From an optimization exercise on the open Yosys and OpenROAD flow, aimed at small area and a short achievable clock period; shortcuts taken in it are not production practice. RTL that was checked went through simulation tests only; none was proved equivalent to the original. No activity file was given, so power comes from the tool's default toggle rates.

Design vector_sequencer, start of the top module:
module vector_sequencer (
  input  logic                clk_i,
  input  logic                rst_ni,
  input  logic [22:0]         req_i,
  input  logic                req_valid_i,
  output logic                req_ready_o,
  output logic                resp_o,
  output logic                resp_valid_o,
  output logic                idle_o,
  output logic [32:0]         unit_req_o,
  output logic                unit_req_valid_o,
  input  logic                unit_req_ready_i,
  input  logic [31:0]         unit_done_i,
  input  logic                addrgen_ack_i,
  input  logic                addrgen_error_i
);
==> flow/config.mk <==
export PLATFORM = sky130hd
export DESIGN_NAME = vector_sequencer
export DESIGN_NICKNAME = vector_sequencer
export VERILOG_FILES = /design/flow/design.v
export SDC_FILE = /design/flow/constraint.sdc
export NUM_CORES = 4
export LEC_CHECK = 0
export CAP_MARGIN = 20
export CORE_MARGIN = 2
export CORE_UTILIZATION = 50
export CTS_CLUSTER_DIAMETER = 300
export CTS_CLUSTER_SIZE = 25
export SETUP_SLACK_MARGIN = 2.3
export SLEW_MARGIN = 20
export SYNTH_HIERARCHICAL = 1
export SYNTH_MINIMUM_KEEP_SIZE = 0
==> flow/constraint.sdc <==
create_clock -name core_clock -period 5.0 [get_ports {clk_i}]
set_input_delay 1.0000 -clock core_clock [delete_from_list [all_inputs] [get_ports {clk_i}]]
set_output_delay 1.0000 -clock core_clock [all_outputs]
set_load 0.01 [all_outputs]
standard.sh (not shown) runs the stock make flow with config.mk's settings and CLKGATE_MAP_FILE= SYNTH_SCRIPT=/design/flow/synth_recipe.tcl, a recipe that flattens the netlist after the stock synthesis.
==> flow/flow/run.sh <==
#!/bin/bash
# Standard layout, with every port buffered by the smallest buffer
# (sky130_fd_sc_hd__buf_1); the resizer still upsizes them where timing needs it.
set -euo pipefail
bash standard.sh "BUFFER_PORTS_ARGS=-buffer_cell sky130_fd_sc_hd__buf_1" finish > standard.log 2>&1
Edit:
==> flow/flow/run.sh (replaced) <==
#!/bin/bash
# Standard layout, with every port buffered by the smallest buffer
# (sky130_fd_sc_hd__buf_1) and timing repair free to resize cells across
# footprints (the platform limits it to same-footprint swaps); the
# resizer upsizes the port buffers where timing needs it.
set -euo pipefail
bash standard.sh "BUFFER_PORTS_ARGS=-buffer_cell sky130_fd_sc_hd__buf_1" MATCH_CELL_FOOTPRINT=0 finish > standard.log 2>&1
Settings changed: CORE_UTILIZATION 50 to 65, SETUP_SLACK_MARGIN 2.3 to 2.5.
Die area fell by 23%.
Via count falls by 1.2%.
Wire length falls by 7.0%.

* * *

Setup of the baseline:
vector_sequencer, a different RTL version from the one above (not shown whole).
## vector_sequencer
module vector_sequencer (
  input  logic                clk_i,
  input  logic                rst_ni,
  input  logic [22:0]         req_i,
  input  logic                req_valid_i,
  output logic                req_ready_o,
  output logic                resp_o,
  output logic                resp_valid_o,
  output logic                idle_o,
  output logic [32:0]         unit_req_o,
  output logic                unit_req_valid_o,
  input  logic                unit_req_ready_i,
  input  logic [31:0]         unit_done_i,
  input  logic                addrgen_ack_i,
  input  logic                addrgen_error_i
);
clock: 5.0 ns
lec_check: 0
cap_margin: 20
core_margin: 2
core_utilization: 65
cts_cluster_diameter: 300
cts_cluster_size: 25
setup_slack_margin: 2.5
slew_margin: 20
synth_hierarchical: 1
synth_minimum_keep_size: 0
run.sh (not shown) runs the stock make flow with config.mk's settings and CLKGATE_MAP_FILE= SYNTH_SCRIPT=/design/flow/synth_recipe.tcl, a recipe that flattens the netlist after the stock synthesis.
Stock flow here: none of the scripts above is used.
Input changes introduced in the candidate (baseline for comparison: the baseline):
- removing SYNTH_HIERARCHICAL (formerly 1)
- removing SYNTH_MINIMUM_KEEP_SIZE (formerly 0)
Findings:
Looking at the reports, the candidate completed the entire flow and the layout it produced met the timing, DRC and antenna checks. The candidate ends up with higher global-route wire length before repair than the baseline does. Going from the baseline to the candidate, count of standard-cell rows flat, complex-gate fraction of the synthesized area higher.
No run of this note included a check of the RTL's function; only the layout flow was run.

* * *

Setup of build 15:
vector_sequencer with an RTL version that a note above also has.
For scale: roughly 1100 cells after synthesis, roughly 99 I/O pins, ~0.012 sq mm of cells after synthesis.
Settings: LEC_CHECK=0, CAP_MARGIN=20, CORE_MARGIN=2, CORE_UTILIZATION=65, CTS_CLUSTER_DIAMETER=300, CTS_CLUSTER_SIZE=25, SETUP_SLACK_MARGIN=2.2, SLEW_MARGIN=20, SYNTH_HIERARCHICAL=1, SYNTH_MINIMUM_KEEP_SIZE=0; clock period 5.0 ns.
standard.sh (not shown) runs the stock make flow with config.mk's settings and CLKGATE_MAP_FILE= SYNTH_SCRIPT=/design/flow/synth_recipe.tcl, a recipe that flattens the netlist after the stock synthesis.
==> flow/flow/run.sh <==
#!/bin/bash
# Standard layout, with every port buffered by the smallest buffer
# (sky130_fd_sc_hd__buf_1) and timing repair free to resize cells across
# footprints (the platform limits it to same-footprint swaps); the
# resizer upsizes the port buffers where timing needs it.
set -euo pipefail
bash standard.sh "BUFFER_PORTS_ARGS=-buffer_cell sky130_fd_sc_hd__buf_1" MATCH_CELL_FOOTPRINT=0 finish > standard.log 2>&1
## Diff of input files: build 66 against build 15
Settings: putting GPL_TIMING_DRIVEN at 0 where nothing was set.
==> flow/flow/run.sh <==
#!/bin/bash
# Standard layout, with every port buffered by the smallest buffer
# (sky130_fd_sc_hd__buf_1); the resizer still upsizes them where timing needs it.
set -euo pipefail
bash standard.sh "BUFFER_PORTS_ARGS=-buffer_cell sky130_fd_sc_hd__buf_1" finish > standard.log 2>&1
Notes after the runs:
- Build 66 finished end to end and its layout was clean on timing, DRC and antenna.
- Critical-path cell with the highest stage delay = sky130_fd_sc_hd__and4bb_4: build 15; critical-path cell with the highest stage delay = sky130_fd_sc_hd__dfrtp_1: build 66
- Per the comparison of build 66 with build 15, final cell area excluding filler cells rose 2.6%, combinational fraction of design power has increased, power share of the sequential group went down 1.8 points.
> inputs changed (build 66 -> build 72)
Settings: SETUP_SLACK_MARGIN: 2.2 -> 2.3; GPL_TIMING_DRIVEN: 0 -> unset; CORE_UTILIZATION: 65 -> 60.
- Run comparison: build 66 worst setup path startpoint running_q[0]$_DFF_PN0_; build 72 worst setup path startpoint req_i[19]
- Delta (build 72 minus build 66): final setup slack of the worst path increased by 0.14 ns relative to the old numbers, switching share of power now smaller, total power lower, die area now sits higher, layout filler cell count went up.
- The lower wire length of the first global-routing pass of build 72 and build 66 is in build 72.
- Build 72 vs. build 66: net count after synthesis level, count of hold buffers inserted by post-cts repair stayed essentially flat, global-route usage over all layers went down 7.9 points, count of nets after finishing shows a reduction of 2.9%.

-- afterwards: timing with drivers on the ports --
The results above use ideal ports. As a check the final layouts listed here were re-extracted and re-timed, cells and wires unchanged. Step 1 sets driving cells, clkbuf_16 on the clock port and buf_2 on the other inputs (assumed; they add their load-dependent delay and slew). Step 2 adds t to the input delays and takes it off the output delays; t is the mean of the earliest and latest rising clock arrival at the registers after step 1. Input paths then give back, and output paths get back, about the clock's delay inside the block. Three values: no drivers, after step 1, after step 2; two values: the first two.
| run | t, ns | setup WS [ns] | clock arrival spread, ns | worst data-port slew with drivers (ns) |
|---|---|---|---|---|
| the first run of note 1 | 0.517 | 2.216 / 2.166 / 1.885 | 0.027 / 0.026 | 0.08 |
| the second run of note 1 | 0.518 | 2.291 / 2.225 / 2.040 | 0.047 / 0.047 | 0.07 |
| the baseline | 0.519 | 2.182 / 2.145 / 1.993 | 0.028 / 0.028 | 0.06 |
| the candidate | 0.520 | 2.048 / 2.003 / 2.002 | 0.017 / 0.017 | 0.06 |
| build 15 | 0.524 | 2.245 / 2.202 / 1.790 | 0.032 / 0.032 | 0.06 |
| build 66 | 0.527 | 2.147 / 2.099 / 1.715 | 0.048 / 0.048 | 0.04 |
| build 72 | 0.512 | 2.286 / 2.217 / 1.884 | 0.023 / 0.023 | 0.07 |
After both steps setup and hold are still met in every run listed. For build 15, which loses most, drivers alone change the setup slack by -0.043 ns; drivers and shift together by -0.455 ns.
